This design comes from an exercise in tuning for small area, a short achievable clock period and few clock cycles on the open sky130 flow, not from production work.
At most, simulation tests tie the RTL to the original design; equivalence was not proved.

## v6
Design w21_col_mac_seq, start of the top module:
module w21_col_mac_seq (
    input  logic                    clk,
    input  logic                    rst,
    input  logic                    start,
    output logic [ADDR_W-1:0]       adrs_clm,
    input  logic signed [D_W-1:0]   w_in,
    input  logic signed [D_W-1:0]   x_in,
    output logic                    busy,
    output logic                    done,
    output logic signed [D_W-1:0]   result
);
For scale: roughly 1500 cells after synthesis, about 16000 um^2 of cells after synthesis.
Settings: LEC_CHECK=0, ABC_CLOCK_PERIOD_IN_PS=3000, CAP_MARGIN=20, CORE_MARGIN=2, CORE_UTILIZATION=40, SLEW_MARGIN=20, SYNTH_HIERARCHICAL=1; clock period 9.0 ns.
standard.sh (not shown) runs the stock make flow with config.mk's settings and CLKGATE_MAP_FILE= SYNTH_SCRIPT=/design/flow/synth_recipe.tcl, a recipe that flattens the netlist after the stock synthesis.
==> flow/flow/run.sh <==
#!/bin/bash
set -euo pipefail
MARGIN=$(cat flow/margin.txt)
bash standard.sh "SETUP_SLACK_MARGIN=${MARGIN}" \
  "BUFFER_PORTS_ARGS=-buffer_cell sky130_fd_sc_hd__buf_1" finish > flow_make.log 2>&1
test -s out/final.def
==> flow/flow/margin.txt <==
5.4
Per the final summary, v6 finished and its layout is clean on timing, DRC and antenna.
Testbench counts of v6, summed over its fixed seeds: cycles 14,504.
The inputs of v7 differ from those of v6 as listed below.
diff --git a/flow/design.v b/flow/design.v
--- a/flow/design.v
+++ b/flow/design.v
@@ -4,22 +4,23 @@
     localparam int D_W    = 21;
     localparam int FRAC   = 10;
     localparam int ACC_W  = 50;               
     localparam int NDIG   = (D_W + 1) / 2;    
     localparam logic signed [D_W-1:0] SAT_MAX = {1'b0, {(D_W-1){1'b1}}};
     localparam logic signed [D_W-1:0] SAT_MIN = {1'b1, {(D_W-1){1'b0}}};
 endpackage
 import w21_col_mac_seq_pkg::*;
 module mac_sat_21 (
     input  logic                  clk,
     input  logic                  first,      
+    input  logic                  fin,        
     input  logic signed [D_W-1:0] w_in,
     input  logic signed [D_W-1:0] x_in,
     output logic signed [D_W-1:0] result      
 );
     localparam int TREE_W = 42;
     localparam logic [ACC_W-TREE_W-1:0] K_UP = 8'd56;
     logic signed [D_W-1:0] w_q;
     logic [NDIG-1:0] one_q, two_q, neg_q;
     logic [NDIG-1:0] one_d, two_d, neg_d;
     logic [ACC_W-1:0] acc_a;
     logic [TREE_W-1:0] acc_b;
@@ -905,30 +906,30 @@
     assign nxt_a[38] = s509;
     assign nxt_b[38] = c504;
     assign nxt_a[39] = s515;
     assign nxt_b[39] = c510;
     assign nxt_a[40] = s519;
     assign nxt_b[40] = c516;
     assign nxt_a[41] = c520;
     assign nxt_b[41] = s523;
     assign up_in = first ? K_UP : acc_a[ACC_W-1:TREE_W];
     assign nxt_a[ACC_W-1:TREE_W] = up_in + 8'(c522) + 8'(c524);
     rescale_sat u_rs (.a(acc_a), .b(acc_b), .res(res_d));
+    assign result = w_q;
     always_ff @(posedge clk) begin
-        w_q   <= w_in;
+        w_q   <= fin ? res_d : w_in;
         one_q <= one_d;
         two_q <= two_d;
         neg_q <= neg_d;
         acc_a <= nxt_a;
         acc_b <= nxt_b;
-        result <= res_d;
     end
 endmodule
 module csa_fa (
     input  logic a,
     input  logic b,
     input  logic c,
     output logic s,
     output logic co
 );
     assign s  = a ^ b ^ c;
     assign co = (a & b) | (a & c) | (b & c);
@@ -1565,16 +1566,17 @@
                     run  <= 1'b0;
                     addr <= '0;
                 end else begin
                     addr <= addr + 1'b1;
                 end
             end
         end
     end
     mac_sat_21 u_mac (
         .clk    (clk),
         .first  (first),
+        .fin    (fin),
         .w_in   (w_in),
         .x_in   (x_in),
         .result (result)
     );
 endmodule
==> comparison <==
In v7 relative to v6, HPWL reported at the end of detailed placement had gone up by a few percent.
Re time the final worst path needs with I/O delays and setup: v7 and v6 aren't equal, and the higher value belongs to v7.
v6 reports its worst setup path startpoint as u_mac.one_q[0]$_DFF_P_ while v7 reports u_mac.w_q[14]$_DFF_P_.
For synthesized cell count, v6 and v7 come out practically identical.
v7 ends up with a non-clock buffer count that is 17 higher than in v6.
Routed wire in v7 totals more than in v6.
v7: quantity of gates resized following cts 2.1% above v6
Looking at reg2reg setup slack, v7 sits 30 ps below v6.
For v7, only the layout was checked, not whether the RTL still works.

port drivers added, routing unchanged:
In the flow no input, the clock included, has a driving cell. The finished layouts below were timed again as built, in two steps. Step 1, drivers: a clkbuf_16 drives clk and a buf_2 each remaining input, both assumed. Step 2 adds t to the input delays and takes it off the output delays; t is the mean of the earliest and latest rising clock arrival at the registers after step 1. Input paths then give back, and output paths get back, about the clock's delay inside the block. Slacks: no drivers / after step 1 / after step 2; pairs: no drivers / after step 1.
run	t (ns)	slack for setup (ns)	worst setup path after step 2	worst register clock-pin slew, ns	worst slew at a driven data input, ns
v6	0.510	5.486 / 5.486 / 5.486	register to register	0.08 / 0.08	0.06
v7	0.504	5.458 / 5.458 / 5.458	register to register	0.08 / 0.08	0.08
After both steps every run listed still meets setup and hold.
